Background: an optimization exercise with open tools, aiming at small area, a short achievable clock period and few clock cycles per item. Do not read the settings as production practice. In this exercise RTL edits were held to simulation tests only and were not proved equivalent to the original.

## flow/design.v (module list and top-level ports; edited modules follow where they fit)
// module mfrs_mul: 875 lines
// module median_filter_range_scaler: 283 lines
module median_filter_range_scaler
(
	input  logic                  clk,
	input  logic                  arst_n,
	input  logic                  sample_valid,
	output logic                  sample_ready,
	input  logic [SAMPLE_BITS-1:0] sample,
	output logic                  result_valid,
	input  logic                  result_ready,
	output logic [SAMPLE_BITS-1:0] result_filtered,
	output logic signed [VAL_W-1:0] result_value,
	output logic                  result_valid_res,
	input  logic                  psel,
	input  logic                  penable,
	input  logic                  pwrite,
	input  logic [APB_ADDR_W-1:0] paddr,
	input  logic [APB_DATA_W-1:0] pwdata,
	output logic [APB_DATA_W-1:0] prdata,
	output logic                  pready
);
  // ...
==> flow/run.sh <==
#!/bin/bash
# synth_recipe.tcl (not shown) runs the flow's synth.tcl, then flattens the netlist and writes it again
# the make line also repeats each setting of config.mk as NAME=value (left out here)
make -C /OpenROAD-flow-scripts/flow DESIGN_CONFIG=/design/flow/config.mk WORK_HOME=/design/flow/orfs CLKGATE_MAP_FILE= SYNTH_SCRIPT=/design/flow/synth_recipe.tcl finish
==> flow/config.mk <==
export PLATFORM = sky130hd
export DESIGN_NAME = median_filter_range_scaler
export DESIGN_NICKNAME = median_filter_range_scaler
export VERILOG_FILES = /design/flow/design.v
export SDC_FILE = /design/flow/constraint.sdc
export NUM_CORES = 4
export LEC_CHECK = 0
export CAP_MARGIN = 20
export CORE_MARGIN = 2
export CORE_UTILIZATION = 40
export PLACE_DENSITY = 0.6
export SETUP_SLACK_MARGIN = 3.0
export SLEW_MARGIN = 20
==> flow/constraint.sdc <==
create_clock -name core_clock -period 7.5 [get_ports {clk}]
set_input_delay 1.5000 -clock core_clock [delete_from_list [all_inputs] [get_ports {clk}]]
set_output_delay 1.5000 -clock core_clock [all_outputs]
set_load 0.01 [all_outputs]
==> flow_summary.json, run 1 <==
{
  "largest_reg_flops": 50,
  "htreeDepth": 1,
  "clk_pin_slew_ps": 60,
  "synth.distinct_cells": 79,
  "arrival_ps": 5060,
  "overflow": 0,
  "cts_resized": 101,
  "initial_core_util": 0.406,
  "design.seq.count": 264,
  "grt_max_degree": 109,
  "hp-start": "meda_q[6]",
  "netlist_area_um2": 24600,
  "portBuffers": 66,
  "finClkSkew_ps": 46.4,
  "critical_path.startpoint": "offa_q[0]",
  "place_area_um2": 26000,
  "grtUsageMet2": 0.342,
  "cts_hold_buf": 0,
  "cp.required_ps": 7790,
  "hold_viol_final": 0,
  "crit_path_end_kind": "flip-flop",
  "worstSkewPairLatency_ps": 600,
  "buffer_area_frac": 0.0484,
  "grt_pass1_wl_um": 99300,
  "ioPinCount": 112,
  "wl_um": 62500,
  "nNonClkBuffers": 138,
  "setup_viol": 0,
  "nClkBuffers": 40,
  "antenna_found_initial": 1,
  "dieArea_um2": 63400,
  "dr.pass1.iters": 5,
  "diodes": 1,
  "status": "complete, no violations",
  "crit_buf_inv": 5,
  "synth_cells": 2579,
  "setup.worst_path.class": "reg -> reg"
}
Testbench counts, summed over its fixed seeds: cycles 4,224, items 3,840.
==> module mfrs_mul, before the edit <==
module mfrs_mul
(
	input  logic [9:0] d,
	input  logic [31:0] k,
	output logic [10:0] ta,
	output logic [10:0] tb,
	output logic        tc,
	output logic        frac
);
	logic [9:0][31:0] pp;
	always_comb begin
		for (int i = 0; i < 10; i++)
			pp[i] = k & {32{d[i]}};
	end
	logic w1;
	logic w2;
	logic w3;
	logic w4;
	logic w5;
	logic w6;
	logic w7;
	logic w8;
	logic w9;
	logic w10;
	logic w11;
	logic w12;
	logic w13;
	logic w14;
	logic w15;
	logic w16;
	logic w17;
	logic w18;
	logic w19;
	logic w20;
	logic w21;
	logic w22;
	logic w23;
	logic w24;
	logic w25;
	logic w26;
	logic w27;
	logic w28;
	logic w29;
	logic w30;
	logic w31;
	logic w32;
	logic w33;
	logic w34;
	logic w35;
	logic w36;
	logic w37;
	logic w38;
	logic w39;
	logic w40;
	logic w41;
	logic w42;
	logic w43;
	logic w44;
	logic w45;
	logic w46;
	logic w47;
	logic w48;
	logic w49;
	logic w50;
	logic w51;
	logic w52;
	logic w53;
	logic w54;
	logic w55;
	logic w56;
	logic w57;
	logic w58;
	logic w59;
	logic w60;
	logic w61;
	logic w62;
	logic w63;
	logic w64;
	logic w65;
	logic w66;
	logic w67;
	logic w68;
	logic w69;
	logic w70;
	logic w71;
	logic w72;
	logic w73;
	logic w74;
	logic w75;
	logic w76;
	logic w77;
	logic w78;
	logic w79;
	logic w80;
	logic w81;
	logic w82;
	logic w83;
	logic w84;
	logic w85;
	logic w86;
	logic w87;
	logic w88;
	logic w89;
	logic w90;
	logic w91;
	logic w92;
	logic w93;
	logic w94;
	logic w95;
	logic w96;
	logic w97;
	logic w98;
	logic w99;
	logic w100;
	logic w101;
	logic w102;
	logic w103;
	logic w104;
	logic w105;
	logic w106;
	logic w107;
	logic w108;
	logic w109;
	logic w110;
	logic w111;
	logic w112;
	logic w113;
	logic w114;
	logic w115;
	logic w116;
	logic w117;
	logic w118;
	logic w119;
	logic w120;
	logic w121;
	logic w122;
	logic w123;
	logic w124;
	logic w125;
	logic w126;
	logic w127;
	logic w128;
	logic w129;
	logic w130;
	logic w131;
	logic w132;
	logic w133;
	logic w134;
	logic w135;
	logic w136;
	logic w137;
	logic w138;
	logic w139;
	logic w140;
	logic w141;
	logic w142;
	logic w143;
	logic w144;
	logic w145;
	logic w146;
	logic w147;
	logic w148;
	logic w149;
	logic w150;
	logic w151;
	logic w152;
	logic w153;
	logic w154;
	logic w155;
	logic w156;
	logic w157;
	logic w158;
	logic w159;
	logic w160;
	logic w161;
	logic w162;
	logic w163;
	logic w164;
	logic w165;
	logic w166;
	logic w167;
	logic w168;
	logic w169;
	logic w170;
	logic w171;
	logic w172;
	logic w173;
	logic w174;
	logic w175;
	logic w176;
	logic w177;
	logic w178;
	logic w179;
	logic w180;
	logic w181;
	logic w182;
	logic w183;
	logic w184;
	logic w185;
	logic w186;
	logic w187;
	logic w188;
	logic w189;
	logic w190;
	logic w191;
	logic w192;
	logic w193;
	logic w194;
	logic w195;
	logic w196;
	logic w197;
	logic w198;
	logic w199;
	logic w200;
	logic w201;
	logic w202;
	logic w203;
	logic w204;
	logic w205;
	logic w206;
	logic w207;
	logic w208;
	logic w209;
	logic w210;
	logic w211;
	logic w212;
	logic w213;
	logic w214;
	logic w215;
	logic w216;
	logic w217;
	logic w218;
	logic w219;
	logic w220;
	logic w221;
	logic w222;
	logic w223;
	logic w224;
	logic w225;
	logic w226;
	logic w227;
	logic w228;
	logic w229;
	logic w230;
	logic w231;
	logic w232;
	logic w233;
	logic w234;
	logic w235;
	logic w236;
	logic w237;
	logic w238;
	logic w239;
	logic w240;
	logic w241;
	logic w242;
	logic w243;
	logic w244;
	logic w245;
	logic w246;
	logic w247;
	logic w248;
	logic w249;
	logic w250;
	logic w251;
	logic w252;
	logic w253;
	logic w254;
	logic w255;
	logic w256;
	logic w257;
	logic w258;
	logic w259;
	logic w260;
	logic w261;
	logic w262;
	logic w263;
	logic w264;
	logic w265;
	logic w266;
	logic w267;
	logic w268;
	logic w269;
	logic w270;
	logic w271;
	logic w272;
	logic w273;
	logic w274;
	logic w275;
	logic w276;
	logic w277;
	logic w278;
	logic w279;
	logic w280;
	logic w281;
	logic w282;
	logic w283;
	logic w284;
	logic w285;
	logic w286;
	logic w287;
	logic w288;
	logic w289;
	logic w290;
	logic w291;
	logic w292;
	logic w293;
	logic w294;
	logic w295;
	logic w296;
	logic w297;
	logic w298;
	logic w299;
	logic w300;
	logic w301;
	logic w302;
	logic w303;
	logic w304;
	logic w305;
	logic w306;
	logic w307;
	logic w308;
	logic w309;
	logic w310;
	logic w311;
	logic w312;
	logic w313;
	logic w314;
	logic w315;
	logic w316;
	logic w317;
	logic w318;
	logic w319;
	logic w320;
	logic w321;
	logic w322;
	logic w323;
	logic w324;
	logic w325;
	logic w326;
	logic w327;
	logic w328;
	logic w329;
	logic w330;
	logic w331;
	logic w332;
	logic w333;
	logic w334;
	logic w335;
	logic w336;
	logic w337;
	logic w338;
	logic w339;
	logic w340;
	logic w341;
	logic w342;
	logic w343;
	logic w344;
	logic w345;
	logic w346;
	logic w347;
	logic w348;
	logic w349;
	logic w350;
	logic w351;
	logic w352;
	logic w353;
	logic w354;
	logic w355;
	logic w356;
	logic w357;
	logic w358;
	logic w359;
	logic w360;
	logic w361;
	logic w362;
	logic w363;
	logic w364;
	logic w365;
	logic w366;
	logic w367;
	logic w368;
	logic w369;
	logic w370;
	logic w371;
	logic w372;
	logic w373;
	logic w374;
	logic w375;
	logic w376;
	logic w377;
	logic w378;
	logic w379;
	logic w380;
	logic w381;
	logic w382;
	logic w383;
	logic w384;
	logic w385;
	logic w386;
	logic w387;
	logic w388;
	logic w389;
	logic w390;
	logic w391;
	logic w392;
	logic w393;
	logic w394;
	logic w395;
	logic w396;
	logic w397;
	logic w398;
	logic w399;
	logic w400;
	logic w401;
	logic w402;
	logic w403;
	logic w404;
	logic w405;
	logic w406;
	logic w407;
	logic w408;
	logic w409;
	logic w410;
	logic w411;
	logic w412;
	logic w413;
	logic w414;
	logic w415;
	logic w416;
	logic w417;
	logic w418;
	logic w419;
	logic w420;
	logic w421;
	logic w422;
	logic w423;
	logic w424;
	assign w1 = pp[0][9] ^ pp[1][8];
	assign w2 = pp[0][9] & pp[1][8];
	assign w3 = pp[0][10] ^ pp[1][9] ^ pp[2][8];
	assign w4 = (pp[0][10] & pp[1][9]) | (pp[0][10] & pp[2][8]) | (pp[1][9] & pp[2][8]);
	assign w5 = pp[0][11] ^ pp[1][10] ^ pp[2][9];
	assign w6 = (pp[0][11] & pp[1][10]) | (pp[0][11] & pp[2][9]) | (pp[1][10] & pp[2][9]);
	assign w7 = pp[0][12] ^ pp[1][11] ^ pp[2][10];
	assign w8 = (pp[0][12] & pp[1][11]) | (pp[0][12] & pp[2][10]) | (pp[1][11] & pp[2][10]);
	assign w9 = pp[0][13] ^ pp[1][12] ^ pp[2][11];
	assign w10 = (pp[0][13] & pp[1][12]) | (pp[0][13] & pp[2][11]) | (pp[1][12] & pp[2][11]);
	assign w11 = pp[0][14] ^ pp[1][13] ^ pp[2][12];
	assign w12 = (pp[0][14] & pp[1][13]) | (pp[0][14] & pp[2][12]) | (pp[1][13] & pp[2][12]);
	assign w13 = pp[0][15] ^ pp[1][14] ^ pp[2][13];
	assign w14 = (pp[0][15] & pp[1][14]) | (pp[0][15] & pp[2][13]) | (pp[1][14] & pp[2][13]);
	assign w15 = pp[0][16] ^ pp[1][15] ^ pp[2][14];
	assign w16 = (pp[0][16] & pp[1][15]) | (pp[0][16] & pp[2][14]) | (pp[1][15] & pp[2][14]);
	assign w17 = pp[0][17] ^ pp[1][16] ^ pp[2][15];
	assign w18 = (pp[0][17] & pp[1][16]) | (pp[0][17] & pp[2][15]) | (pp[1][16] & pp[2][15]);
	assign w19 = pp[0][18] ^ pp[1][17] ^ pp[2][16];
	assign w20 = (pp[0][18] & pp[1][17]) | (pp[0][18] & pp[2][16]) | (pp[1][17] & pp[2][16]);
	assign w21 = pp[0][19] ^ pp[1][18] ^ pp[2][17];
	assign w22 = (pp[0][19] & pp[1][18]) | (pp[0][19] & pp[2][17]) | (pp[1][18] & pp[2][17]);
	assign w23 = pp[0][20] ^ pp[1][19] ^ pp[2][18];
	assign w24 = (pp[0][20] & pp[1][19]) | (pp[0][20] & pp[2][18]) | (pp[1][19] & pp[2][18]);
	assign w25 = pp[0][21] ^ pp[1][20] ^ pp[2][19];
	assign w26 = (pp[0][21] & pp[1][20]) | (pp[0][21] & pp[2][19]) | (pp[1][20] & pp[2][19]);
	assign w27 = pp[0][22] ^ pp[1][21] ^ pp[2][20];
	assign w28 = (pp[0][22] & pp[1][21]) | (pp[0][22] & pp[2][20]) | (pp[1][21] & pp[2][20]);
	assign w29 = pp[0][23] ^ pp[1][22] ^ pp[2][21];
	assign w30 = (pp[0][23] & pp[1][22]) | (pp[0][23] & pp[2][21]) | (pp[1][22] & pp[2][21]);
	assign w31 = pp[0][24] ^ pp[1][23] ^ pp[2][22];
	assign w32 = (pp[0][24] & pp[1][23]) | (pp[0][24] & pp[2][22]) | (pp[1][23] & pp[2][22]);
	assign w33 = pp[0][25] ^ pp[1][24] ^ pp[2][23];
	assign w34 = (pp[0][25] & pp[1][24]) | (pp[0][25] & pp[2][23]) | (pp[1][24] & pp[2][23]);
	assign w35 = pp[0][26] ^ pp[1][25] ^ pp[2][24];
	assign w36 = (pp[0][26] & pp[1][25]) | (pp[0][26] & pp[2][24]) | (pp[1][25] & pp[2][24]);
	assign w37 = pp[0][27] ^ pp[1][26] ^ pp[2][25];
	assign w38 = (pp[0][27] & pp[1][26]) | (pp[0][27] & pp[2][25]) | (pp[1][26] & pp[2][25]);
	assign w39 = pp[0][28] ^ pp[1][27] ^ pp[2][26];
	assign w40 = (pp[0][28] & pp[1][27]) | (pp[0][28] & pp[2][26]) | (pp[1][27] & pp[2][26]);
	assign w41 = pp[0][29] ^ pp[1][28] ^ pp[2][27];
	assign w42 = (pp[0][29] & pp[1][28]) | (pp[0][29] & pp[2][27]) | (pp[1][28] & pp[2][27]);
	assign w43 = pp[0][30] ^ pp[1][29] ^ pp[2][28];
	assign w44 = (pp[0][30] & pp[1][29]) | (pp[0][30] & pp[2][28]) | (pp[1][29] & pp[2][28]);
	assign w45 = pp[0][31] ^ pp[1][30] ^ pp[2][29];
	assign w46 = (pp[0][31] & pp[1][30]) | (pp[0][31] & pp[2][29]) | (pp[1][30] & pp[2][29]);
	assign w47 = pp[0][6] ^ pp[1][5];
	assign w48 = pp[0][6] & pp[1][5];
	assign w49 = pp[0][7] ^ pp[1][6] ^ pp[2][5];
	assign w50 = (pp[0][7] & pp[1][6]) | (pp[0][7] & pp[2][5]) | (pp[1][6] & pp[2][5]);
	assign w51 = pp[3][4] ^ pp[4][3];
	assign w52 = pp[3][4] & pp[4][3];
	assign w53 = pp[0][8] ^ pp[1][7] ^ pp[2][6];
	assign w54 = (pp[0][8] & pp[1][7]) | (pp[0][8] & pp[2][6]) | (pp[1][7] & pp[2][6]);
	assign w55 = pp[3][5] ^ pp[4][4] ^ pp[5][3];
	assign w56 = (pp[3][5] & pp[4][4]) | (pp[3][5] & pp[5][3]) | (pp[4][4] & pp[5][3]);
	assign w57 = pp[6][2] ^ pp[7][1];
	assign w58 = pp[6][2] & pp[7][1];
	assign w59 = w1 ^ pp[2][7] ^ pp[3][6];
	assign w60 = (w1 & pp[2][7]) | (w1 & pp[3][6]) | (pp[2][7] & pp[3][6]);
	assign w61 = pp[4][5] ^ pp[5][4] ^ pp[6][3];
	assign w62 = (pp[4][5] & pp[5][4]) | (pp[4][5] & pp[6][3]) | (pp[5][4] & pp[6][3]);
	assign w63 = pp[7][2] ^ pp[8][1] ^ pp[9][0];
	assign w64 = (pp[7][2] & pp[8][1]) | (pp[7][2] & pp[9][0]) | (pp[8][1] & pp[9][0]);
	assign w65 = w2 ^ w3 ^ pp[3][7];
	assign w66 = (w2 & w3) | (w2 & pp[3][7]) | (w3 & pp[3][7]);
	assign w67 = pp[4][6] ^ pp[5][5] ^ pp[6][4];
	assign w68 = (pp[4][6] & pp[5][5]) | (pp[4][6] & pp[6][4]) | (pp[5][5] & pp[6][4]);
	assign w69 = pp[7][3] ^ pp[8][2] ^ pp[9][1];
	assign w70 = (pp[7][3] & pp[8][2]) | (pp[7][3] & pp[9][1]) | (pp[8][2] & pp[9][1]);
	assign w71 = w4 ^ w5 ^ pp[3][8];
	assign w72 = (w4 & w5) | (w4 & pp[3][8]) | (w5 & pp[3][8]);
	assign w73 = pp[4][7] ^ pp[5][6] ^ pp[6][5];
	assign w74 = (pp[4][7] & pp[5][6]) | (pp[4][7] & pp[6][5]) | (pp[5][6] & pp[6][5]);
	assign w75 = pp[7][4] ^ pp[8][3] ^ pp[9][2];
	assign w76 = (pp[7][4] & pp[8][3]) | (pp[7][4] & pp[9][2]) | (pp[8][3] & pp[9][2]);
	assign w77 = w6 ^ w7 ^ pp[3][9];
	assign w78 = (w6 & w7) | (w6 & pp[3][9]) | (w7 & pp[3][9]);
	assign w79 = pp[4][8] ^ pp[5][7] ^ pp[6][6];
	assign w80 = (pp[4][8] & pp[5][7]) | (pp[4][8] & pp[6][6]) | (pp[5][7] & pp[6][6]);
	assign w81 = pp[7][5] ^ pp[8][4] ^ pp[9][3];
	assign w82 = (pp[7][5] & pp[8][4]) | (pp[7][5] & pp[9][3]) | (pp[8][4] & pp[9][3]);
	assign w83 = w8 ^ w9 ^ pp[3][10];
	assign w84 = (w8 & w9) | (w8 & pp[3][10]) | (w9 & pp[3][10]);
	assign w85 = pp[4][9] ^ pp[5][8] ^ pp[6][7];
	assign w86 = (pp[4][9] & pp[5][8]) | (pp[4][9] & pp[6][7]) | (pp[5][8] & pp[6][7]);
	assign w87 = pp[7][6] ^ pp[8][5] ^ pp[9][4];
	assign w88 = (pp[7][6] & pp[8][5]) | (pp[7][6] & pp[9][4]) | (pp[8][5] & pp[9][4]);
	assign w89 = w10 ^ w11 ^ pp[3][11];
	assign w90 = (w10 & w11) | (w10 & pp[3][11]) | (w11 & pp[3][11]);
	assign w91 = pp[4][10] ^ pp[5][9] ^ pp[6][8];
	assign w92 = (pp[4][10] & pp[5][9]) | (pp[4][10] & pp[6][8]) | (pp[5][9] & pp[6][8]);
	assign w93 = pp[7][7] ^ pp[8][6] ^ pp[9][5];
	assign w94 = (pp[7][7] & pp[8][6]) | (pp[7][7] & pp[9][5]) | (pp[8][6] & pp[9][5]);
	assign w95 = w12 ^ w13 ^ pp[3][12];
	assign w96 = (w12 & w13) | (w12 & pp[3][12]) | (w13 & pp[3][12]);
	assign w97 = pp[4][11] ^ pp[5][10] ^ pp[6][9];
	assign w98 = (pp[4][11] & pp[5][10]) | (pp[4][11] & pp[6][9]) | (pp[5][10] & pp[6][9]);
	assign w99 = pp[7][8] ^ pp[8][7] ^ pp[9][6];
	assign w100 = (pp[7][8] & pp[8][7]) | (pp[7][8] & pp[9][6]) | (pp[8][7] & pp[9][6]);
	assign w101 = w14 ^ w15 ^ pp[3][13];
	assign w102 = (w14 & w15) | (w14 & pp[3][13]) | (w15 & pp[3][13]);
	assign w103 = pp[4][12] ^ pp[5][11] ^ pp[6][10];
	assign w104 = (pp[4][12] & pp[5][11]) | (pp[4][12] & pp[6][10]) | (pp[5][11] & pp[6][10]);
	assign w105 = pp[7][9] ^ pp[8][8] ^ pp[9][7];
	assign w106 = (pp[7][9] & pp[8][8]) | (pp[7][9] & pp[9][7]) | (pp[8][8] & pp[9][7]);
	assign w107 = w16 ^ w17 ^ pp[3][14];
	assign w108 = (w16 & w17) | (w16 & pp[3][14]) | (w17 & pp[3][14]);
	assign w109 = pp[4][13] ^ pp[5][12] ^ pp[6][11];
	assign w110 = (pp[4][13] & pp[5][12]) | (pp[4][13] & pp[6][11]) | (pp[5][12] & pp[6][11]);
	assign w111 = pp[7][10] ^ pp[8][9] ^ pp[9][8];
	assign w112 = (pp[7][10] & pp[8][9]) | (pp[7][10] & pp[9][8]) | (pp[8][9] & pp[9][8]);
	assign w113 = w18 ^ w19 ^ pp[3][15];
	assign w114 = (w18 & w19) | (w18 & pp[3][15]) | (w19 & pp[3][15]);
	assign w115 = pp[4][14] ^ pp[5][13] ^ pp[6][12];
	assign w116 = (pp[4][14] & pp[5][13]) | (pp[4][14] & pp[6][12]) | (pp[5][13] & pp[6][12]);
	assign w117 = pp[7][11] ^ pp[8][10] ^ pp[9][9];
	assign w118 = (pp[7][11] & pp[8][10]) | (pp[7][11] & pp[9][9]) | (pp[8][10] & pp[9][9]);
	assign w119 = w20 ^ w21 ^ pp[3][16];
	assign w120 = (w20 & w21) | (w20 & pp[3][16]) | (w21 & pp[3][16]);
	assign w121 = pp[4][15] ^ pp[5][14] ^ pp[6][13];
	assign w122 = (pp[4][15] & pp[5][14]) | (pp[4][15] & pp[6][13]) | (pp[5][14] & pp[6][13]);
	assign w123 = pp[7][12] ^ pp[8][11] ^ pp[9][10];
	assign w124 = (pp[7][12] & pp[8][11]) | (pp[7][12] & pp[9][10]) | (pp[8][11] & pp[9][10]);
	assign w125 = w22 ^ w23 ^ pp[3][17];
	assign w126 = (w22 & w23) | (w22 & pp[3][17]) | (w23 & pp[3][17]);
	assign w127 = pp[4][16] ^ pp[5][15] ^ pp[6][14];
	assign w128 = (pp[4][16] & pp[5][15]) | (pp[4][16] & pp[6][14]) | (pp[5][15] & pp[6][14]);
	assign w129 = pp[7][13] ^ pp[8][12] ^ pp[9][11];
	assign w130 = (pp[7][13] & pp[8][12]) | (pp[7][13] & pp[9][11]) | (pp[8][12] & pp[9][11]);
	assign w131 = w24 ^ w25 ^ pp[3][18];
	assign w132 = (w24 & w25) | (w24 & pp[3][18]) | (w25 & pp[3][18]);
	assign w133 = pp[4][17] ^ pp[5][16] ^ pp[6][15];
	assign w134 = (pp[4][17] & pp[5][16]) | (pp[4][17] & pp[6][15]) | (pp[5][16] & pp[6][15]);
	assign w135 = pp[7][14] ^ pp[8][13] ^ pp[9][12];
	assign w136 = (pp[7][14] & pp[8][13]) | (pp[7][14] & pp[9][12]) | (pp[8][13] & pp[9][12]);
	assign w137 = w26 ^ w27 ^ pp[3][19];
	assign w138 = (w26 & w27) | (w26 & pp[3][19]) | (w27 & pp[3][19]);
	assign w139 = pp[4][18] ^ pp[5][17] ^ pp[6][16];
	assign w140 = (pp[4][18] & pp[5][17]) | (pp[4][18] & pp[6][16]) | (pp[5][17] & pp[6][16]);
	assign w141 = pp[7][15] ^ pp[8][14] ^ pp[9][13];
	assign w142 = (pp[7][15] & pp[8][14]) | (pp[7][15] & pp[9][13]) | (pp[8][14] & pp[9][13]);
	assign w143 = w28 ^ w29 ^ pp[3][20];
	assign w144 = (w28 & w29) | (w28 & pp[3][20]) | (w29 & pp[3][20]);
	assign w145 = pp[4][19] ^ pp[5][18] ^ pp[6][17];
	assign w146 = (pp[4][19] & pp[5][18]) | (pp[4][19] & pp[6][17]) | (pp[5][18] & pp[6][17]);
	assign w147 = pp[7][16] ^ pp[8][15] ^ pp[9][14];
	assign w148 = (pp[7][16] & pp[8][15]) | (pp[7][16] & pp[9][14]) | (pp[8][15] & pp[9][14]);
	assign w149 = w30 ^ w31 ^ pp[3][21];
	assign w150 = (w30 & w31) | (w30 & pp[3][21]) | (w31 & pp[3][21]);
	assign w151 = pp[4][20] ^ pp[5][19] ^ pp[6][18];
	assign w152 = (pp[4][20] & pp[5][19]) | (pp[4][20] & pp[6][18]) | (pp[5][19] & pp[6][18]);
	assign w153 = pp[7][17] ^ pp[8][16] ^ pp[9][15];
	assign w154 = (pp[7][17] & pp[8][16]) | (pp[7][17] & pp[9][15]) | (pp[8][16] & pp[9][15]);
	assign w155 = w32 ^ w33 ^ pp[3][22];
	assign w156 = (w32 & w33) | (w32 & pp[3][22]) | (w33 & pp[3][22]);
	assign w157 = pp[4][21] ^ pp[5][20] ^ pp[6][19];
	assign w158 = (pp[4][21] & pp[5][20]) | (pp[4][21] & pp[6][19]) | (pp[5][20] & pp[6][19]);
	assign w159 = pp[7][18] ^ pp[8][17] ^ pp[9][16];
	assign w160 = (pp[7][18] & pp[8][17]) | (pp[7][18] & pp[9][16]) | (pp[8][17] & pp[9][16]);
	assign w161 = w34 ^ w35 ^ pp[3][23];
	assign w162 = (w34 & w35) | (w34 & pp[3][23]) | (w35 & pp[3][23]);
	assign w163 = pp[4][22] ^ pp[5][21] ^ pp[6][20];
	assign w164 = (pp[4][22] & pp[5][21]) | (pp[4][22] & pp[6][20]) | (pp[5][21] & pp[6][20]);
	assign w165 = pp[7][19] ^ pp[8][18] ^ pp[9][17];
	assign w166 = (pp[7][19] & pp[8][18]) | (pp[7][19] & pp[9][17]) | (pp[8][18] & pp[9][17]);
	assign w167 = w36 ^ w37 ^ pp[3][24];
	assign w168 = (w36 & w37) | (w36 & pp[3][24]) | (w37 & pp[3][24]);
	assign w169 = pp[4][23] ^ pp[5][22] ^ pp[6][21];
	assign w170 = (pp[4][23] & pp[5][22]) | (pp[4][23] & pp[6][21]) | (pp[5][22] & pp[6][21]);
	assign w171 = pp[7][20] ^ pp[8][19] ^ pp[9][18];
	assign w172 = (pp[7][20] & pp[8][19]) | (pp[7][20] & pp[9][18]) | (pp[8][19] & pp[9][18]);
	assign w173 = w38 ^ w39 ^ pp[3][25];
	assign w174 = (w38 & w39) | (w38 & pp[3][25]) | (w39 & pp[3][25]);
	assign w175 = pp[4][24] ^ pp[5][23] ^ pp[6][22];
	assign w176 = (pp[4][24] & pp[5][23]) | (pp[4][24] & pp[6][22]) | (pp[5][23] & pp[6][22]);
	assign w177 = pp[7][21] ^ pp[8][20] ^ pp[9][19];
	assign w178 = (pp[7][21] & pp[8][20]) | (pp[7][21] & pp[9][19]) | (pp[8][20] & pp[9][19]);
	assign w179 = w40 ^ w41 ^ pp[3][26];
	assign w180 = (w40 & w41) | (w40 & pp[3][26]) | (w41 & pp[3][26]);
	assign w181 = pp[4][25] ^ pp[5][24] ^ pp[6][23];
	assign w182 = (pp[4][25] & pp[5][24]) | (pp[4][25] & pp[6][23]) | (pp[5][24] & pp[6][23]);
	assign w183 = pp[7][22] ^ pp[8][21] ^ pp[9][20];
	assign w184 = (pp[7][22] & pp[8][21]) | (pp[7][22] & pp[9][20]) | (pp[8][21] & pp[9][20]);
	assign w185 = w42 ^ w43 ^ pp[3][27];
	assign w186 = (w42 & w43) | (w42 & pp[3][27]) | (w43 & pp[3][27]);
	assign w187 = pp[4][26] ^ pp[5][25] ^ pp[6][24];
	assign w188 = (pp[4][26] & pp[5][25]) | (pp[4][26] & pp[6][24]) | (pp[5][25] & pp[6][24]);
	assign w189 = pp[7][23] ^ pp[8][22] ^ pp[9][21];
	assign w190 = (pp[7][23] & pp[8][22]) | (pp[7][23] & pp[9][21]) | (pp[8][22] & pp[9][21]);
	assign w191 = w44 ^ w45 ^ pp[3][28];
	assign w192 = (w44 & w45) | (w44 & pp[3][28]) | (w45 & pp[3][28]);
	assign w193 = pp[4][27] ^ pp[5][26] ^ pp[6][25];
	assign w194 = (pp[4][27] & pp[5][26]) | (pp[4][27] & pp[6][25]) | (pp[5][26] & pp[6][25]);
	assign w195 = pp[7][24] ^ pp[8][23] ^ pp[9][22];
	assign w196 = (pp[7][24] & pp[8][23]) | (pp[7][24] & pp[9][22]) | (pp[8][23] & pp[9][22]);
	assign w197 = pp[0][4] ^ pp[1][3];
	assign w198 = pp[0][4] & pp[1][3];
	assign w199 = pp[0][5] ^ pp[1][4] ^ pp[2][3];
	assign w200 = (pp[0][5] & pp[1][4]) | (pp[0][5] & pp[2][3]) | (pp[1][4] & pp[2][3]);
	assign w201 = pp[3][2] ^ pp[4][1];
	assign w202 = pp[3][2] & pp[4][1];
	assign w203 = w47 ^ pp[2][4] ^ pp[3][3];
	assign w204 = (w47 & pp[2][4]) | (w47 & pp[3][3]) | (pp[2][4] & pp[3][3]);
	assign w205 = pp[4][2] ^ pp[5][1] ^ pp[6][0];
	assign w206 = (pp[4][2] & pp[5][1]) | (pp[4][2] & pp[6][0]) | (pp[5][1] & pp[6][0]);
	assign w207 = w48 ^ w49 ^ w51;
	assign w208 = (w48 & w49) | (w48 & w51) | (w49 & w51);
	assign w209 = pp[5][2] ^ pp[6][1] ^ pp[7][0];
	assign w210 = (pp[5][2] & pp[6][1]) | (pp[5][2] & pp[7][0]) | (pp[6][1] & pp[7][0]);
	assign w211 = w50 ^ w52 ^ w53;
	assign w212 = (w50 & w52) | (w50 & w53) | (w52 & w53);
	assign w213 = w55 ^ w57 ^ pp[8][0];
	assign w214 = (w55 & w57) | (w55 & pp[8][0]) | (w57 & pp[8][0]);
	assign w215 = w54 ^ w56 ^ w58;
	assign w216 = (w54 & w56) | (w54 & w58) | (w56 & w58);
	assign w217 = w59 ^ w61 ^ w63;
	assign w218 = (w59 & w61) | (w59 & w63) | (w61 & w63);
	assign w219 = w60 ^ w62 ^ w64;
	assign w220 = (w60 & w62) | (w60 & w64) | (w62 & w64);
	assign w221 = w65 ^ w67 ^ w69;
	assign w222 = (w65 & w67) | (w65 & w69) | (w67 & w69);
	assign w223 = w66 ^ w68 ^ w70;
	assign w224 = (w66 & w68) | (w66 & w70) | (w68 & w70);
	assign w225 = w71 ^ w73 ^ w75;
	assign w226 = (w71 & w73) | (w71 & w75) | (w73 & w75);
	assign w227 = w72 ^ w74 ^ w76;
	assign w228 = (w72 & w74) | (w72 & w76) | (w74 & w76);
	assign w229 = w77 ^ w79 ^ w81;
	assign w230 = (w77 & w79) | (w77 & w81) | (w79 & w81);
	assign w231 = w78 ^ w80 ^ w82;
	assign w232 = (w78 & w80) | (w78 & w82) | (w80 & w82);
	assign w233 = w83 ^ w85 ^ w87;
	assign w234 = (w83 & w85) | (w83 & w87) | (w85 & w87);
	assign w235 = w84 ^ w86 ^ w88;
	assign w236 = (w84 & w86) | (w84 & w88) | (w86 & w88);
	assign w237 = w89 ^ w91 ^ w93;
	assign w238 = (w89 & w91) | (w89 & w93) | (w91 & w93);
	assign w239 = w90 ^ w92 ^ w94;
	assign w240 = (w90 & w92) | (w90 & w94) | (w92 & w94);
	assign w241 = w95 ^ w97 ^ w99;
	assign w242 = (w95 & w97) | (w95 & w99) | (w97 & w99);
	assign w243 = w96 ^ w98 ^ w100;
	assign w244 = (w96 & w98) | (w96 & w100) | (w98 & w100);
	assign w245 = w101 ^ w103 ^ w105;
	assign w246 = (w101 & w103) | (w101 & w105) | (w103 & w105);
	assign w247 = w102 ^ w104 ^ w106;
	assign w248 = (w102 & w104) | (w102 & w106) | (w104 & w106);
	assign w249 = w107 ^ w109 ^ w111;
	assign w250 = (w107 & w109) | (w107 & w111) | (w109 & w111);
	assign w251 = w108 ^ w110 ^ w112;
	assign w252 = (w108 & w110) | (w108 & w112) | (w110 & w112);
	assign w253 = w113 ^ w115 ^ w117;
	assign w254 = (w113 & w115) | (w113 & w117) | (w115 & w117);
	assign w255 = w114 ^ w116 ^ w118;
	assign w256 = (w114 & w116) | (w114 & w118) | (w116 & w118);
	assign w257 = w119 ^ w121 ^ w123;
	assign w258 = (w119 & w121) | (w119 & w123) | (w121 & w123);
	assign w259 = w120 ^ w122 ^ w124;
	assign w260 = (w120 & w122) | (w120 & w124) | (w122 & w124);
	assign w261 = w125 ^ w127 ^ w129;
	assign w262 = (w125 & w127) | (w125 & w129) | (w127 & w129);
	assign w263 = w126 ^ w128 ^ w130;
	assign w264 = (w126 & w128) | (w126 & w130) | (w128 & w130);
	assign w265 = w131 ^ w133 ^ w135;
	assign w266 = (w131 & w133) | (w131 & w135) | (w133 & w135);
	assign w267 = w132 ^ w134 ^ w136;
	assign w268 = (w132 & w134) | (w132 & w136) | (w134 & w136);
	assign w269 = w137 ^ w139 ^ w141;
	assign w270 = (w137 & w139) | (w137 & w141) | (w139 & w141);
	assign w271 = w138 ^ w140 ^ w142;
	assign w272 = (w138 & w140) | (w138 & w142) | (w140 & w142);
	assign w273 = w143 ^ w145 ^ w147;
	assign w274 = (w143 & w145) | (w143 & w147) | (w145 & w147);
	assign w275 = w144 ^ w146 ^ w148;
	assign w276 = (w144 & w146) | (w144 & w148) | (w146 & w148);
	assign w277 = w149 ^ w151 ^ w153;
	assign w278 = (w149 & w151) | (w149 & w153) | (w151 & w153);
	assign w279 = w150 ^ w152 ^ w154;
	assign w280 = (w150 & w152) | (w150 & w154) | (w152 & w154);
	assign w281 = w155 ^ w157 ^ w159;
	assign w282 = (w155 & w157) | (w155 & w159) | (w157 & w159);
	assign w283 = w156 ^ w158 ^ w160;
	assign w284 = (w156 & w158) | (w156 & w160) | (w158 & w160);
	assign w285 = w161 ^ w163 ^ w165;
	assign w286 = (w161 & w163) | (w161 & w165) | (w163 & w165);
	assign w287 = w162 ^ w164 ^ w166;
	assign w288 = (w162 & w164) | (w162 & w166) | (w164 & w166);
	assign w289 = w167 ^ w169 ^ w171;
	assign w290 = (w167 & w169) | (w167 & w171) | (w169 & w171);
	assign w291 = w168 ^ w170 ^ w172;
	assign w292 = (w168 & w170) | (w168 & w172) | (w170 & w172);
	assign w293 = w173 ^ w175 ^ w177;
	assign w294 = (w173 & w175) | (w173 & w177) | (w175 & w177);
	assign w295 = w174 ^ w176 ^ w178;
	assign w296 = (w174 & w176) | (w174 & w178) | (w176 & w178);
	assign w297 = w179 ^ w181 ^ w183;
	assign w298 = (w179 & w181) | (w179 & w183) | (w181 & w183);
	assign w299 = w180 ^ w182 ^ w184;
	assign w300 = (w180 & w182) | (w180 & w184) | (w182 & w184);
	assign w301 = w185 ^ w187 ^ w189;
	assign w302 = (w185 & w187) | (w185 & w189) | (w187 & w189);
	assign w303 = w186 ^ w188 ^ w190;
	assign w304 = (w186 & w188) | (w186 & w190) | (w188 & w190);
	assign w305 = w191 ^ w193 ^ w195;
	assign w306 = (w191 & w193) | (w191 & w195) | (w193 & w195);
	assign w307 = pp[0][3] ^ pp[1][2];
	assign w308 = pp[0][3] & pp[1][2];
	assign w309 = w197 ^ pp[2][2] ^ pp[3][1];
	assign w310 = (w197 & pp[2][2]) | (w197 & pp[3][1]) | (pp[2][2] & pp[3][1]);
	assign w311 = w198 ^ w199 ^ w201;
	assign w312 = (w198 & w199) | (w198 & w201) | (w199 & w201);
	assign w313 = w200 ^ w202 ^ w203;
	assign w314 = (w200 & w202) | (w200 & w203) | (w202 & w203);
	assign w315 = w204 ^ w206 ^ w207;
	assign w316 = (w204 & w206) | (w204 & w207) | (w206 & w207);
	assign w317 = w208 ^ w210 ^ w211;
	assign w318 = (w208 & w210) | (w208 & w211) | (w210 & w211);
	assign w319 = w212 ^ w214 ^ w215;
	assign w320 = (w212 & w214) | (w212 & w215) | (w214 & w215);
	assign w321 = w216 ^ w218 ^ w219;
	assign w322 = (w216 & w218) | (w216 & w219) | (w218 & w219);
	assign w323 = w220 ^ w222 ^ w223;
	assign w324 = (w220 & w222) | (w220 & w223) | (w222 & w223);
	assign w325 = w224 ^ w226 ^ w227;
	assign w326 = (w224 & w226) | (w224 & w227) | (w226 & w227);
	assign w327 = w228 ^ w230 ^ w231;
	assign w328 = (w228 & w230) | (w228 & w231) | (w230 & w231);
	assign w329 = w232 ^ w234 ^ w235;
	assign w330 = (w232 & w234) | (w232 & w235) | (w234 & w235);
	assign w331 = w236 ^ w238 ^ w239;
	assign w332 = (w236 & w238) | (w236 & w239) | (w238 & w239);
	assign w333 = w240 ^ w242 ^ w243;
	assign w334 = (w240 & w242) | (w240 & w243) | (w242 & w243);
	assign w335 = w244 ^ w246 ^ w247;
	assign w336 = (w244 & w246) | (w244 & w247) | (w246 & w247);
	assign w337 = w248 ^ w250 ^ w251;
	assign w338 = (w248 & w250) | (w248 & w251) | (w250 & w251);
	assign w339 = w252 ^ w254 ^ w255;
	assign w340 = (w252 & w254) | (w252 & w255) | (w254 & w255);
	assign w341 = w256 ^ w258 ^ w259;
	assign w342 = (w256 & w258) | (w256 & w259) | (w258 & w259);
	assign w343 = w260 ^ w262 ^ w263;
	assign w344 = (w260 & w262) | (w260 & w263) | (w262 & w263);
	assign w345 = w264 ^ w266 ^ w267;
	assign w346 = (w264 & w266) | (w264 & w267) | (w266 & w267);
	assign w347 = w268 ^ w270 ^ w271;
	assign w348 = (w268 & w270) | (w268 & w271) | (w270 & w271);
	assign w349 = w272 ^ w274 ^ w275;
	assign w350 = (w272 & w274) | (w272 & w275) | (w274 & w275);
	assign w351 = w276 ^ w278 ^ w279;
	assign w352 = (w276 & w278) | (w276 & w279) | (w278 & w279);
	assign w353 = w280 ^ w282 ^ w283;
	assign w354 = (w280 & w282) | (w280 & w283) | (w282 & w283);
	assign w355 = w284 ^ w286 ^ w287;
	assign w356 = (w284 & w286) | (w284 & w287) | (w286 & w287);
	assign w357 = w288 ^ w290 ^ w291;
	assign w358 = (w288 & w290) | (w288 & w291) | (w290 & w291);
	assign w359 = w292 ^ w294 ^ w295;
	assign w360 = (w292 & w294) | (w292 & w295) | (w294 & w295);
	assign w361 = w296 ^ w298 ^ w299;
	assign w362 = (w296 & w298) | (w296 & w299) | (w298 & w299);
	assign w363 = w300 ^ w302 ^ w303;
	assign w364 = (w300 & w302) | (w300 & w303) | (w302 & w303);
	assign w365 = pp[0][2] ^ pp[1][1];
	assign w366 = pp[0][2] & pp[1][1];
	assign w367 = w307 ^ pp[2][1] ^ pp[3][0];
	assign w368 = (w307 & pp[2][1]) | (w307 & pp[3][0]) | (pp[2][1] & pp[3][0]);
	assign w369 = w308 ^ w309 ^ pp[4][0];
	assign w370 = (w308 & w309) | (w308 & pp[4][0]) | (w309 & pp[4][0]);
	assign w371 = w310 ^ w311 ^ pp[5][0];
	assign w372 = (w310 & w311) | (w310 & pp[5][0]) | (w311 & pp[5][0]);
	assign w373 = w312 ^ w313 ^ w205;
	assign w374 = (w312 & w313) | (w312 & w205) | (w313 & w205);
	assign w375 = w314 ^ w315 ^ w209;
	assign w376 = (w314 & w315) | (w314 & w209) | (w315 & w209);
	assign w377 = w316 ^ w317 ^ w213;
	assign w378 = (w316 & w317) | (w316 & w213) | (w317 & w213);
	assign w379 = w318 ^ w319 ^ w217;
	assign w380 = (w318 & w319) | (w318 & w217) | (w319 & w217);
	assign w381 = w320 ^ w321 ^ w221;
	assign w382 = (w320 & w321) | (w320 & w221) | (w321 & w221);
	assign w383 = w322 ^ w323 ^ w225;
	assign w384 = (w322 & w323) | (w322 & w225) | (w323 & w225);
	assign w385 = w324 ^ w325 ^ w229;
	assign w386 = (w324 & w325) | (w324 & w229) | (w325 & w229);
	assign w387 = w326 ^ w327 ^ w233;
	assign w388 = (w326 & w327) | (w326 & w233) | (w327 & w233);
	assign w389 = w328 ^ w329 ^ w237;
	assign w390 = (w328 & w329) | (w328 & w237) | (w329 & w237);
	assign w391 = w330 ^ w331 ^ w241;
	assign w392 = (w330 & w331) | (w330 & w241) | (w331 & w241);
	assign w393 = w332 ^ w333 ^ w245;
	assign w394 = (w332 & w333) | (w332 & w245) | (w333 & w245);
	assign w395 = w334 ^ w335 ^ w249;
	assign w396 = (w334 & w335) | (w334 & w249) | (w335 & w249);
	assign w397 = w336 ^ w337 ^ w253;
	assign w398 = (w336 & w337) | (w336 & w253) | (w337 & w253);
	assign w399 = w338 ^ w339 ^ w257;
	assign w400 = (w338 & w339) | (w338 & w257) | (w339 & w257);
	assign w401 = w340 ^ w341 ^ w261;
	assign w402 = (w340 & w341) | (w340 & w261) | (w341 & w261);
	assign w403 = w342 ^ w343 ^ w265;
	assign w404 = (w342 & w343) | (w342 & w265) | (w343 & w265);
	assign w405 = w344 ^ w345 ^ w269;
	assign w406 = (w344 & w345) | (w344 & w269) | (w345 & w269);
	assign w407 = w346 ^ w347 ^ w273;
	assign w408 = (w346 & w347) | (w346 & w273) | (w347 & w273);
	assign w409 = w348 ^ w349 ^ w277;
	assign w410 = (w348 & w349) | (w348 & w277) | (w349 & w277);
	assign w411 = w350 ^ w351 ^ w281;
	assign w412 = (w350 & w351) | (w350 & w281) | (w351 & w281);
	assign w413 = w352 ^ w353 ^ w285;
	assign w414 = (w352 & w353) | (w352 & w285) | (w353 & w285);
	assign w415 = w354 ^ w355 ^ w289;
	assign w416 = (w354 & w355) | (w354 & w289) | (w355 & w289);
	assign w417 = w356 ^ w357 ^ w293;
	assign w418 = (w356 & w357) | (w356 & w293) | (w357 & w293);
	assign w419 = w358 ^ w359 ^ w297;
	assign w420 = (w358 & w359) | (w358 & w297) | (w359 & w297);
	assign w421 = w360 ^ w361 ^ w301;
	assign w422 = (w360 & w361) | (w360 & w301) | (w361 & w301);
	assign w423 = w362 ^ w363 ^ w305;
	assign w424 = (w362 & w363) | (w362 & w305) | (w363 & w305);
	logic [31:0] ra, rb;
	assign ra = {w422, w420, w418, w416, w414, w412, w410, w408, w406, w404, w402, w400, w398, w396, w394, w392, w390, w388, w386, w384, w382, w380, w378, w376, w374, w372, w370, w368, w366, w365, pp[0][1], pp[0][0]};
	assign rb = {w423, w421, w419, w417, w415, w413, w411, w409, w407, w405, w403, w401, w399, w397, w395, w393, w391, w389, w387, w385, w383, w381, w379, w377, w375, w373, w371, w369, w367, pp[2][0], pp[1][0], 1'b0};
	logic [21:0] lo_sum;
	logic [20:0] lo_x, lo_o;
	assign lo_sum = {1'b0, ra[20:0]} + {1'b0, rb[20:0]};
	assign lo_x   = ra[20:0] ^ rb[20:0];
	assign lo_o   = {ra[19:0] | rb[19:0], 1'b0};
	assign frac   = (lo_x != lo_o);
	assign ta     = ra[31:21];
	assign tb     = rb[31:21];
	assign tc     = lo_sum[21];
endmodule
==> inputs of run 2 (changes only) <==
--- a/flow/design.v
+++ b/flow/design.v
@@ -47,18 +47,19 @@
 	localparam logic [2:0] B_OUT  = 3'd4;
 endpackage
 module mfrs_mul
 (
 	input  logic [9:0] d,
 	input  logic [31:0] k,
 	output logic [10:0] ta,
 	output logic [10:0] tb,
-	output logic        tc,
-	output logic        frac
+	output logic [2:0]  g,
+	output logic [2:0]  p,
+	output logic [2:0]  z
 );
 	logic [9:0][31:0] pp;
 	always_comb begin
 		for (int i = 0; i < 10; i++)
 			pp[i] = k & {32{d[i]}};
 	end
 	logic w1;
 	logic w2;
@@ -906,25 +907,28 @@
 	assign w420 = (w358 & w359) | (w358 & w297) | (w359 & w297);
 	assign w421 = w360 ^ w361 ^ w301;
 	assign w422 = (w360 & w361) | (w360 & w301) | (w361 & w301);
 	assign w423 = w362 ^ w363 ^ w305;
 	assign w424 = (w362 & w363) | (w362 & w305) | (w363 & w305);
 	logic [31:0] ra, rb;
 	assign ra = {w422, w420, w418, w416, w414, w412, w410, w408, w406, w404, w402, w400, w398, w396, w394, w392, w390, w388, w386, w384, w382, w380, w378, w376, w374, w372, w370, w368, w366, w365, pp[0][1], pp[0][0]};
 	assign rb = {w423, w421, w419, w417, w415, w413, w411, w409, w407, w405, w403, w401, w399, w397, w395, w393, w391, w389, w387, w385, w383, w381, w379, w377, w375, w373, w371, w369, w367, pp[2][0], pp[1][0], 1'b0};
-	logic [21:0] lo_sum;
-	logic [20:0] lo_x, lo_o;
-	assign lo_sum = {1'b0, ra[20:0]} + {1'b0, rb[20:0]};
-	assign lo_x   = ra[20:0] ^ rb[20:0];
-	assign lo_o   = {ra[19:0] | rb[19:0], 1'b0};
-	assign frac   = (lo_x != lo_o);
-	assign ta     = ra[31:21];
-	assign tb     = rb[31:21];
-	assign tc     = lo_sum[21];
+	for (genvar i = 0; i < 3; i++) begin : g_grp
+		logic [6:0] ga, gb;
+		logic [7:0] gs;
+		assign ga   = ra[7 * i +: 7];
+		assign gb   = rb[7 * i +: 7];
+		assign gs   = {1'b0, ga} + {1'b0, gb};
+		assign g[i] = gs[7];
+		assign p[i] = &(ga ^ gb);
+		assign z[i] = ((ga ^ gb) == {ga[5:0] | gb[5:0], 1'b0});
+	end
+	assign ta = ra[31:21];
+	assign tb = rb[31:21];
 endmodule
 import mfrs_pkg::*;
 module median_filter_range_scaler
 (
 	input  logic                  clk,
 	input  logic                  arst_n,
 	input  logic                  sample_valid,
 	output logic                  sample_ready,
@@ -937,18 +941,19 @@
 	input  logic                  psel,
 	input  logic                  penable,
 	input  logic                  pwrite,
 	input  logic [APB_ADDR_W-1:0] paddr,
 	input  logic [APB_DATA_W-1:0] pwdata,
 	output logic [APB_DATA_W-1:0] prdata,
 	output logic                  pready
 );
+	localparam int KSTEPS = 2;
 	localparam int KXW    = 32;
-	localparam int KCYC   = KXW / 2;
+	localparam int KCYC   = KXW / KSTEPS;
 	mfrs_pkg::mfrs_cfg_t cfg_q;
 	logic [REG_IDX_W-1:0] reg_idx;
 	logic                 cfg_wr;
 	assign pready  = 1'b1;
 	assign reg_idx = paddr[APB_ADDR_W-1:2];
 	assign cfg_wr  = psel && penable && pwrite;
 	always_comb begin
 		unique case (reg_idx)
@@ -977,26 +982,22 @@
 				REG_OUTPUT_HIGH:   cfg_q.output_high   <= pwdata[REG_W-1:0];
 				REG_INVERT_ENABLE: cfg_q.invert_enable <= pwdata[0];
 				REG_DIGITAL_MODE:  cfg_q.digital_mode  <= pwdata[0];
 				default: ;
 			endcase
 		end
 	end
 	logic [REG_W-1:0] den_q;     
-	logic [REG_W+1:0] den3_q;    
-	logic [REG_W-1:0] den_c;
 	logic             neg_q;     
 	logic             szero_q;   
 	logic [REG_W:0]   out_span;
 	assign out_span = {1'b0, cfg_q.output_high} - {1'b0, cfg_q.output_low};
-	assign den_c = cfg_q.input_high - cfg_q.input_low;
 	always_ff @(posedge clk) begin
-		den_q   <= den_c;
-		den3_q  <= {2'b00, den_c} + {1'b0, den_c, 1'b0};
+		den_q   <= cfg_q.input_high - cfg_q.input_low;
 		neg_q   <= out_span[REG_W];
 		szero_q <= (cfg_q.input_high == cfg_q.input_low);
 	end
 	logic en;
 	logic out_valid_q;
 	logic kbusy_q;
 	logic kready;
 	assign en           = !out_valid_q || result_ready;
@@ -1013,34 +1014,25 @@
 	logic [REG_W-1:0] kmag, kdm1;
 	assign kwr = cfg_wr && !reg_idx[2];
 	assign kready = !kbusy_q || (!kpend_q && (kcnt_q >= 5'(KCYC - 2)));
 	always_comb begin
 		kmag = out_span[REG_W] ? REG_W'(-out_span) : out_span[REG_W-1:0];
 		kdm1 = cfg_q.input_high - cfg_q.input_low - 1'b1;
 	end
 	always_comb begin
-		logic [REG_W+1:0] t;
-		logic [REG_W+2:0] s1, s2, s3;
-		t  = {kr_q, kx_q[KXW-1 -: 2]};
-		s1 = {1'b0, t} - {3'b000, den_q};
-		s2 = {1'b0, t} - {2'b00, den_q, 1'b0};
-		s3 = {1'b0, t} - {1'b0, den3_q};
-		if (!s3[REG_W+2]) begin
-			kr_n = s3[REG_W-1:0];
-			kx_n = {kx_q[KXW-3:0], 2'd3};
-		end else if (!s2[REG_W+2]) begin
-			kr_n = s2[REG_W-1:0];
-			kx_n = {kx_q[KXW-3:0], 2'd2};
-		end else if (!s1[REG_W+2]) begin
-			kr_n = s1[REG_W-1:0];
-			kx_n = {kx_q[KXW-3:0], 2'd1};
-		end else begin
-			kr_n = t[REG_W-1:0];
-			kx_n = {kx_q[KXW-3:0], 2'd0};
+		logic [REG_W:0]   t;
+		logic [REG_W+1:0] dif;
+		kr_n = kr_q;
+		kx_n = kx_q;
+		for (int k = 0; k < KSTEPS; k++) begin
+			t    = {kr_n, kx_n[KXW-1]};
+			dif  = {1'b0, t} - {2'b00, den_q};
+			kx_n = {kx_n[KXW-2:0], !dif[REG_W+1]};
+			kr_n = dif[REG_W+1] ? t[REG_W-1:0] : dif[REG_W-1:0];
 		end
 	end
 	always_ff @(posedge clk or negedge arst_n) begin
 		if (!arst_n) begin
 			kpend_q <= 1'b1;
 			kbusy_q <= 1'b1;
 			kcnt_q  <= '0;
 		end else begin
@@ -1118,63 +1110,77 @@
 	always_ff @(posedge clk) begin
 		if (en) begin
 			inra_q <= ({1'b0, med1} >= cfg_q.input_low) && ({1'b0, med1} <= cfg_q.input_high) && !szero_q;
 			meda_q <= med1;
 			offa_q <= med1 - SAMPLE_BITS'(cfg_q.input_low);
 		end
 	end
 	logic [REG_W-1:0] ta2, tb2;
-	logic             tc2, frac2;
+	logic [2:0]       g2, p2, z2;
 	mfrs_mul u_mul (
-		.d    (offa_q),
-		.k    (kx_q),
-		.ta   (ta2),
-		.tb   (tb2),
-		.tc   (tc2),
-		.frac (frac2)
+		.d  (offa_q),
+		.k  (kx_q),
+		.ta (ta2),
+		.tb (tb2),
+		.g  (g2),
+		.p  (p2),
+		.z  (z2)
 	);
 	logic                   pv;
 	logic                   inrp_q;
 	logic [SAMPLE_BITS-1:0] medp_q;
 	logic [REG_W-1:0]       tap_q, tbp_q;
-	logic                   tcp_q, fracp_q;
+	logic [2:0]             gp_q, pp_q, zp_q;
 	always_ff @(posedge clk or negedge arst_n) begin
 		if (!arst_n) pv <= 1'b0;
 		else if (en) pv <= va_q;
 	end
 	always_ff @(posedge clk) begin
 		if (en) begin
 			inrp_q  <= inra_q;
 			medp_q  <= meda_q;
 			tap_q   <= ta2;
 			tbp_q   <= tb2;
-			tcp_q   <= tc2;
-			fracp_q <= frac2;
+			gp_q    <= g2;
+			pp_q    <= p2;
+			zp_q    <= z2;
 		end
 	end
 	logic                    scl;
 	logic [SAMPLE_BITS-1:0]  medf;
-	logic [REG_W-1:0]        quo;
-	logic                    rnz;
-	logic [VAL_W:0]          xa, xb, xs, zs;
+	logic                    tc;           
+	logic                    rnz;          
+	logic                    c7, c14;
+	logic                    ia;
+	logic [VAL_W:0]          xa, xb, xxb, xs, xcy;
+	logic [VAL_W:0]          za, zb, zo, zs, zcy;
 	logic                    xc;
 	logic signed [VAL_W-1:0] fval;
 	logic                    fvres;
 	always_comb begin
 		scl  = inrp_q;
 		medf = medp_q;
-		quo  = tap_q + tbp_q + REG_W'(tcp_q);
-		rnz  = fracp_q;
-		xa   = (neg_q && !cfg_q.invert_enable) ? ~{2'b00, quo} : {2'b00, quo};
-		xb   = !cfg_q.invert_enable ? '0 :
+		c7   = gp_q[0];
+		c14  = gp_q[1] || (pp_q[1] && c7);
+		tc   = gp_q[2] || (pp_q[2] && c14);
+		rnz  = !(zp_q[0] && (c7 ? pp_q[1] : zp_q[1]) && (c14 ? pp_q[2] : zp_q[2]));
+		ia   = neg_q && !cfg_q.invert_enable;
+		xa   = ia ? ~{2'b00, tap_q} : {2'b00, tap_q};
+		xb   = ia ? ~{2'b00, tbp_q} : {2'b00, tbp_q};
+		xxb  = !cfg_q.invert_enable ? '0 :
 		       neg_q ? {2'b00, cfg_q.output_high} : ~{2'b00, cfg_q.output_high};
 		xc   = neg_q ? (cfg_q.invert_enable ? rnz : !rnz) : cfg_q.invert_enable;
-		xs   = xa + xb + (VAL_W + 1)'(xc);
-		zs   = {2'b00, cfg_q.output_high} - {2'b00, quo};
+		xcy  = {(xa[VAL_W-1:0] & xb[VAL_W-1:0]) | (xa[VAL_W-1:0] & xxb[VAL_W-1:0]) | (xb[VAL_W-1:0] & xxb[VAL_W-1:0]), ia ? !tc : tc};
+		xs   = (xa ^ xb ^ xxb) + xcy + (VAL_W + 1)'(xc);
+		za   = ~{2'b00, tap_q};
+		zb   = ~{2'b00, tbp_q};
+		zo   = {2'b00, cfg_q.output_high};
+		zcy  = {(za[VAL_W-1:0] & zb[VAL_W-1:0]) | (za[VAL_W-1:0] & zo[VAL_W-1:0]) | (zb[VAL_W-1:0] & zo[VAL_W-1:0]), !tc};
+		zs   = (za ^ zb ^ zo) + zcy + 1'b1;
 		if (cfg_q.digital_mode) begin
 			fval  = (medf != '0) ? VAL_W'(1) : VAL_W'(-1);
 			fvres = 1'b1;
 		end else if (scl) begin
 			if (!cfg_q.invert_enable)
 				fval = xs[VAL_W-1:0];
 			else if (!neg_q)
 				fval = xs[VAL_W] ? zs[VAL_W-1:0] : xs[VAL_W-1:0];
==> flow_summary.json, run 2 <==
{
  "final.setup.tns_ps": 0,
  "period_share": 0.622,
  "htreeDepth": 1,
  "area_delta_synth_final_pct": 14.5,
  "ys.flop_type": "edfxtp_1",
  "grt_setup_unrepaired": "true",
  "clockBufferDepth": 3,
  "antenna_found_initial": 0,
  "critPathTopFamily": "adder cells",
  "viasPerCell": 5.21,
  "dieArea_um2": 61500,
  "die_y_um": 248,
  "finClkSkew_ps": 36.0,
  "ys_warn_count": 2,
  "whs_ps": 420,
  "diodes": 0,
  "crit_buf_inv": 6,
  "status": "complete, no violations",
  "min_path_type": "reg -> reg",
  "yosysSeqAreaShare": 0.287,
  "final_cell_mix": "inv_1, nand2_1, fa_1",
  "place_hpwl_um": 43300,
  "synth_edf_count": 107,
  "initial_core_util": 0.404,
  "slew_headroom": 0.269,
  "path_max_fanout": 6,
  "clk_pin_slew_ps": 60,
  "synth.most_common_cell": "inv_1",
  "largest_reg_flops": 50,
  "grt_pass1_wl_um": 94300,
  "post_drt_wl_per_cell_um": 17.7,
  "synthArstFlopShare": 0.453,
  "reg.largest.list": "win_q: 50 flops, cfg_q: 46 flops, kx_q: 32 flops",
  "dr.pass1.iters": 5,
  "worstSkewPairLatency_ps": 610,
  "core_area_um2": 58900,
  "fin_cells": 3353,
  "synthTopCellsByArea": "fa_1, edfxtp_1, ha_1",
  "setup.worst_path.class": "reg -> reg",
  "finalCoreUtilization": 0.463,
  "hold_viol_final": 0,
  "netlist_area_um2": 23800,
  "cp.required_ps": 7910,
  "avgSynthCellArea_um2": 9.59,
  "max_flop_register": "win_q",
  "ioPinCount": 112,
  "drive_gt1_frac": 0.117,
  "crit_chain": "buf_4 > buf_6 > buf_12 > nand2_2 > fa_1 > inv_1 > fa_2 > fa_1 > inv_2 > fa_1 > inv_2 > fa_2 > ha_4 > xnor2_2 > or4_4 > nor4_4",
  "grt_util_all_layers": 0.194,
  "cts_buffers": 30,
  "place_inst": 3247,
  "nFillCells": 5498,
  "final_area_um2": 27300,
  "crit_path_end_kind": "flip-flop",
  "arrival_ps": 5080,
  "overflow": 0,
  "cts_tree": "built",
  "period_minus_slack_ps": 4670,
  "slew_viol_final": 0,
  "clock.fmax_mhz": 214,
  "max_stage_delay_ps": 600,
  "synthTopCellsByCount": "inv_1, nand2_1, fa_1, ha_1, and2_1",
  "place_area_um2": 25200,
  "seqCellArea_um2": 6850,
  "setup_viol": 0,
  "drcViolationCount": 0,
  "drtAntennaViolNets": 0,
  "wl_um": 59300,
  "multi_input_area_um2": 15600,
  "die_w_um": 248,
  "grt_pass1_vias": 17900,
  "crit_top_cell": "fa_1",
  "rows": 89,
  "vias": 17500,
  "synth_top_cell_area_share": 0.185,
  "fin_nets": 3028,
  "clock-sinks": 258,
  "clockRootBuffer": "clkbuf_16",
  "synth.distinct_cells": 81,
  "yosysTopAreaCell": "fa_1",
  "drt-initial-drc-count": 834,
  "grt_max_degree": 108,
  "drv_cap": 0,
  "ys_seq_elements": 258,
  "final_common_cell": "inv_1",
  "critPathSlowestCell": "fa_2",
  "synth_cells": 2485,
  "cp-start-kind": "flip-flop",
  "gp_congestion": 0.861,
  "worst_pin_slew_ps": 1090,
  "portBuffers": 66
}
run 2: changes by cell type in the layout (fill, tap and decap cells not counted), moves of 9 or more:
cell,before,now
o21ai_0,144,122
o21ai_1,4,17
dfxtp_1,43,30
xor2_1,60,37
nor2_1,110,93
and2_1,177,189
buf_4,60,50
a21o_1,39,26
nor2b_1,31,22
fa_1,189,209
a21oi_1,76,54
nand2_1,250,260
fa_2,24,11
ha_1,206,187
run 2: worst paths after layout:
check                      slack, ps  depth (start not counted)      start         to
min reg2reg                      420                          0  meda_q[7]  medp_q[7]
max reg2reg                     2830                         16  offa_q[2]    zp_q[2]
min                              420                          0  meda_q[7]  medp_q[7]
min in group asynchronous        940                          1     arst_n  win_q[47]
max in group asynchronous       5230                          2     arst_n  kcnt_q[2]
max                             2830                         16  offa_q[2]    zp_q[2]
run 2: repair_timing:
action	in CTS	in global routing
pin swaps	25	42
gates resized for setup	70	78
gates cloned	5	1
hold buffers	0	0
setup endpoints to repair	44	34
buffers inserted	30	14
run 2: logic make-up after synthesis:
family                   after synthesis  share of synthesized area
XOR/XNOR                             127                     0.0476
multiplexers                          79                     0.0409
buffers and inverters                496                     0.0818
AO/OA/AOI/OAI                        373                      0.100
other                                  2                   0.000315
adder cells (fa/ha/maj)              418                      0.289
flip-flops                           258                      0.287
AND/OR/NAND/NOR                      732                      0.153
run 2: area by class of cell:
cell class	instances	share of cell area
inverter	380	0.0525
clock buffer	42	0.0322
multi-input combinational	1752	0.572
timing repair buffer	134	0.0505
sequential	258	0.251
clock inverter	14	0.00578
tap	773	0.0355
run 2: stage by stage:
stage          setup WS (ps)
2_1_floorplan           3000
3_3_place_gp            2040
3_5_place_dp            2070
4_1_cts                 2820
5_1_grt                 2720
6_report                2830
run 2: metal layers:
layer / global-route usage / vias up / wire (um)
met4: 0.0595 / 0 / 1850
met5: 0 / - / 0
met2: 0.335 / 366 / 29100
met3: 0.0245 / 103 / 2390
li1: - / 8250 / -
met1: 0.252 / 8749 / 26000
run 2: worst reg2reg max path, stage by stage (launching register included):
cell	delay, ps
edfxtp_1	390
buf_4	140
buf_6	100
buf_12	110
nand2_2	60
fa_1	500
inv_1	50
fa_2	350
fa_1	520
inv_2	40
fa_1	510
inv_2	40
fa_2	600
ha_4	220
xnor2_2	140
or4_4	550
nor4_4	140
Testbench counts of run 2, summed over its fixed seeds: cycles 4,224, items 3,840.
==> inputs of run 3 (changes only) <==
--- a/flow/config.mk
+++ b/flow/config.mk
@@ -9,5 +9,5 @@
 export CORE_MARGIN = 2
 export CORE_UTILIZATION = 40
 export PLACE_DENSITY = 0.6
-export SETUP_SLACK_MARGIN = 3.0
+export SETUP_SLACK_MARGIN = 3.5
 export SLEW_MARGIN = 20
==> flow_summary.json, run 3 <==
{
  "setup_viol": 0,
  "crit_path_end_kind": "flip-flop",
  "cp.required_ps": 7900,
  "wl_um": 61700,
  "drcViolationCount": 0,
  "ys_warn_count": 2,
  "synth_edf_count": 107,
  "ys.flop_type": "edfxtp_1",
  "htreeDepth": 1,
  "clockRootBuffer": "clkbuf_16",
  "setup.worst_path.class": "reg -> reg",
  "grt_pass1_vias": 18300,
  "arrival_ps": 4990,
  "drv_cap": 0,
  "path_max_fanout": 7,
  "ioPinCount": 112,
  "cp-start-kind": "flip-flop",
  "synthTopCellsByArea": "fa_1, edfxtp_1, ha_1",
  "worst_pin_slew_ps": 1050,
  "nFillCells": 5394,
  "hold_viol_final": 0,
  "min_path_type": "reg -> reg",
  "core_area_um2": 58900,
  "seqCellArea_um2": 6860,
  "antenna_found_initial": 2,
  "netlist_area_um2": 23800,
  "viasPerCell": 5.20,
  "finClkSkew_ps": 42.2,
  "initial_core_util": 0.404,
  "area_delta_synth_final_pct": 20.2,
  "grt_pass1_wl_um": 97800,
  "yosysTopAreaCell": "fa_1",
  "diodes": 0,
  "slew_viol_final": 0,
  "overflow": 0,
  "worstSkewPairLatency_ps": 610,
  "final_common_cell": "inv_1",
  "slew_headroom": 0.297,
  "place_hpwl_um": 42800,
  "largest_reg_flops": 50,
  "r2r_cells": 14,
  "grt_util_all_layers": 0.202,
  "clock.fmax_mhz": 218,
  "vias": 17900,
  "die_y_um": 248,
  "whs_path_depth": 0,
  "synth_cells": 2485,
  "clk_pin_slew_ps": 60,
  "clock-sinks": 258,
  "cts_buffers": 30,
  "synth_top_cell_area_share": 0.185,
  "hp-start": "meda_q[0]",
  "place_inst": 3244,
  "dr.pass1.iters": 5,
  "gp_congestion": 0.863,
  "grt_max_degree": 71,
  "portBuffers": 66,
  "drt-initial-drc-count": 958,
  "reg.largest.list": "win_q: 50 flops, cfg_q: 46 flops, kx_q: 32 flops",
  "drive_gt1_frac": 0.182,
  "die_w_um": 248,
  "grt_setup_unrepaired": "true",
  "max_flop_register": "win_q",
  "drtAntennaViolNets": 0,
  "period_minus_slack_ps": 4590,
  "period_share": 0.612,
  "yosysSeqAreaShare": 0.287,
  "final.setup.tns_ps": 0,
  "clockBufferDepth": 3,
  "final_cell_mix": "inv_1, nand2_1, fa_1",
  "status": "complete, no violations",
  "synth.most_common_cell": "inv_1",
  "post_drt_wl_per_cell_um": 18.0,
  "rows": 89,
  "critical_path.startpoint": "offa_q[1]",
  "multi_input_area_um2": 16100,
  "cts_tree": "built",
  "fin_cells": 3438,
  "synth.distinct_cells": 81,
  "synthTopCellsByCount": "inv_1, nand2_1, fa_1, ha_1, and2_1",
  "synthArstFlopShare": 0.453,
  "fin_nets": 3113,
  "worstReg2RegStart": "offa_q[1]",
  "ys_seq_elements": 258,
  "dieArea_um2": 61500,
  "avgSynthCellArea_um2": 9.59
}
run 3: cell counts after synthesis:
No cell type changed its count.
run 3: what timing repair did:
action	CTS	global route
gates resized for setup	221	111
setup endpoints to repair	62	51
setup buffers	101	31
hold buffers	0	0
cloned	6	0
pin swaps	93	72
run 3: logic make-up (layout without fill, tap and decap cells):
family,Yosys count,count (layout),synth area share
and+or+nand+nor,732,733,0.153
buffers and inverters,496,654,0.0818
adders and majority gates,418,418,0.289
AOI/OAI and AO/OA,373,374,0.100
DFF,258,258,0.287
xor gates and xnor gates,127,127,0.0476
muxes,79,79,0.0409
other,2,22,0.000315
run 3: routing by layer:
layer	up-vias	part of all wire	GRT usage
met5	-	0.00037	0
met4	4	0.034	0.0638
met3	125	0.040	0.0273
met2	366	0.49	0.347
met1	8953	0.43	0.262
li1	8415	-	-
run 3: final cells by class:
cell class              instances  share of cell area
clock inverters                15             0.00564
clock buffers                  41              0.0302
multi-input cells            1753               0.563
inverters                     380              0.0503
repair buffers                218              0.0782
well taps                     773              0.0338
flip-flops and latches        258               0.239
run 3: per-stage QoR:
stage	setup slack [ps]	area (um^2)	util	hold slack [ps]
after global routing	2760	28600	0.486	425
final	2910	28600	0.486	417
after detailed placement	2020	25300	0.429	405
after CTS	2860	27900	0.474	417
after floorplan	3170	24100	-	400
after global placement	2020	25300	0.429	404
run 3: worst max-delay path: stages (launching register included):
cell	delay (ps)
edfxtp_1	430
buf_12	170
buf_6	130
and2_4	160
fa_1	490
fa_2	370
inv_2	70
fa_1	420
fa_1	510
inv_1	50
fa_1	460
ha_4	270
xnor2_1	120
or4_4	520
nor4_4	200
run 3: worst paths after layout:
kind,to,slack [ps]
max,zp_q[1],2910
min,medp_q[0],420
max reg2reg,zp_q[1],2910
min reg2reg,medp_q[0],420
max in group asynchronous,kcnt_q[1],5250
min in group asynchronous,win_q[7],890

[what the ideal ports hide]
No port has a modelled driver above. Below, the same layouts with a new extraction and two added sets of constraints. Step 1 (the two cells are an assumption about what drives the block):
set clk [get_ports {clk}]
set_driving_cell -lib_cell sky130_fd_sc_hd__clkbuf_16 $clk
set_driving_cell -lib_cell sky130_fd_sc_hd__buf_2 [delete_from_list [all_inputs] $clk]
Step 2 also shifts input and output timing later by t, the mid clock arrival at the registers, as if the neighbouring blocks saw the same clock. Three values: no drivers, after step 1, after step 2; two values: the first two.
| run | t (ns) | slack for setup (ns) | latest minus earliest clock arrival (ns) | worst register clock-pin slew, ns | pins driven straight from the clock port |
|---|---|---|---|---|---|
| run 1 | 0.640 | 2.733 / 2.733 / 2.733 | 0.048 / 0.048 | 0.07 / 0.07 | 1 |
| run 2 | 0.647 | 2.833 / 2.833 / 2.833 | 0.036 / 0.036 | 0.07 / 0.07 | 1 |
| run 3 | 0.647 | 2.913 / 2.913 / 2.913 | 0.045 / 0.045 | 0.06 / 0.06 | 1 |
After both steps setup and hold are still met in every run listed.
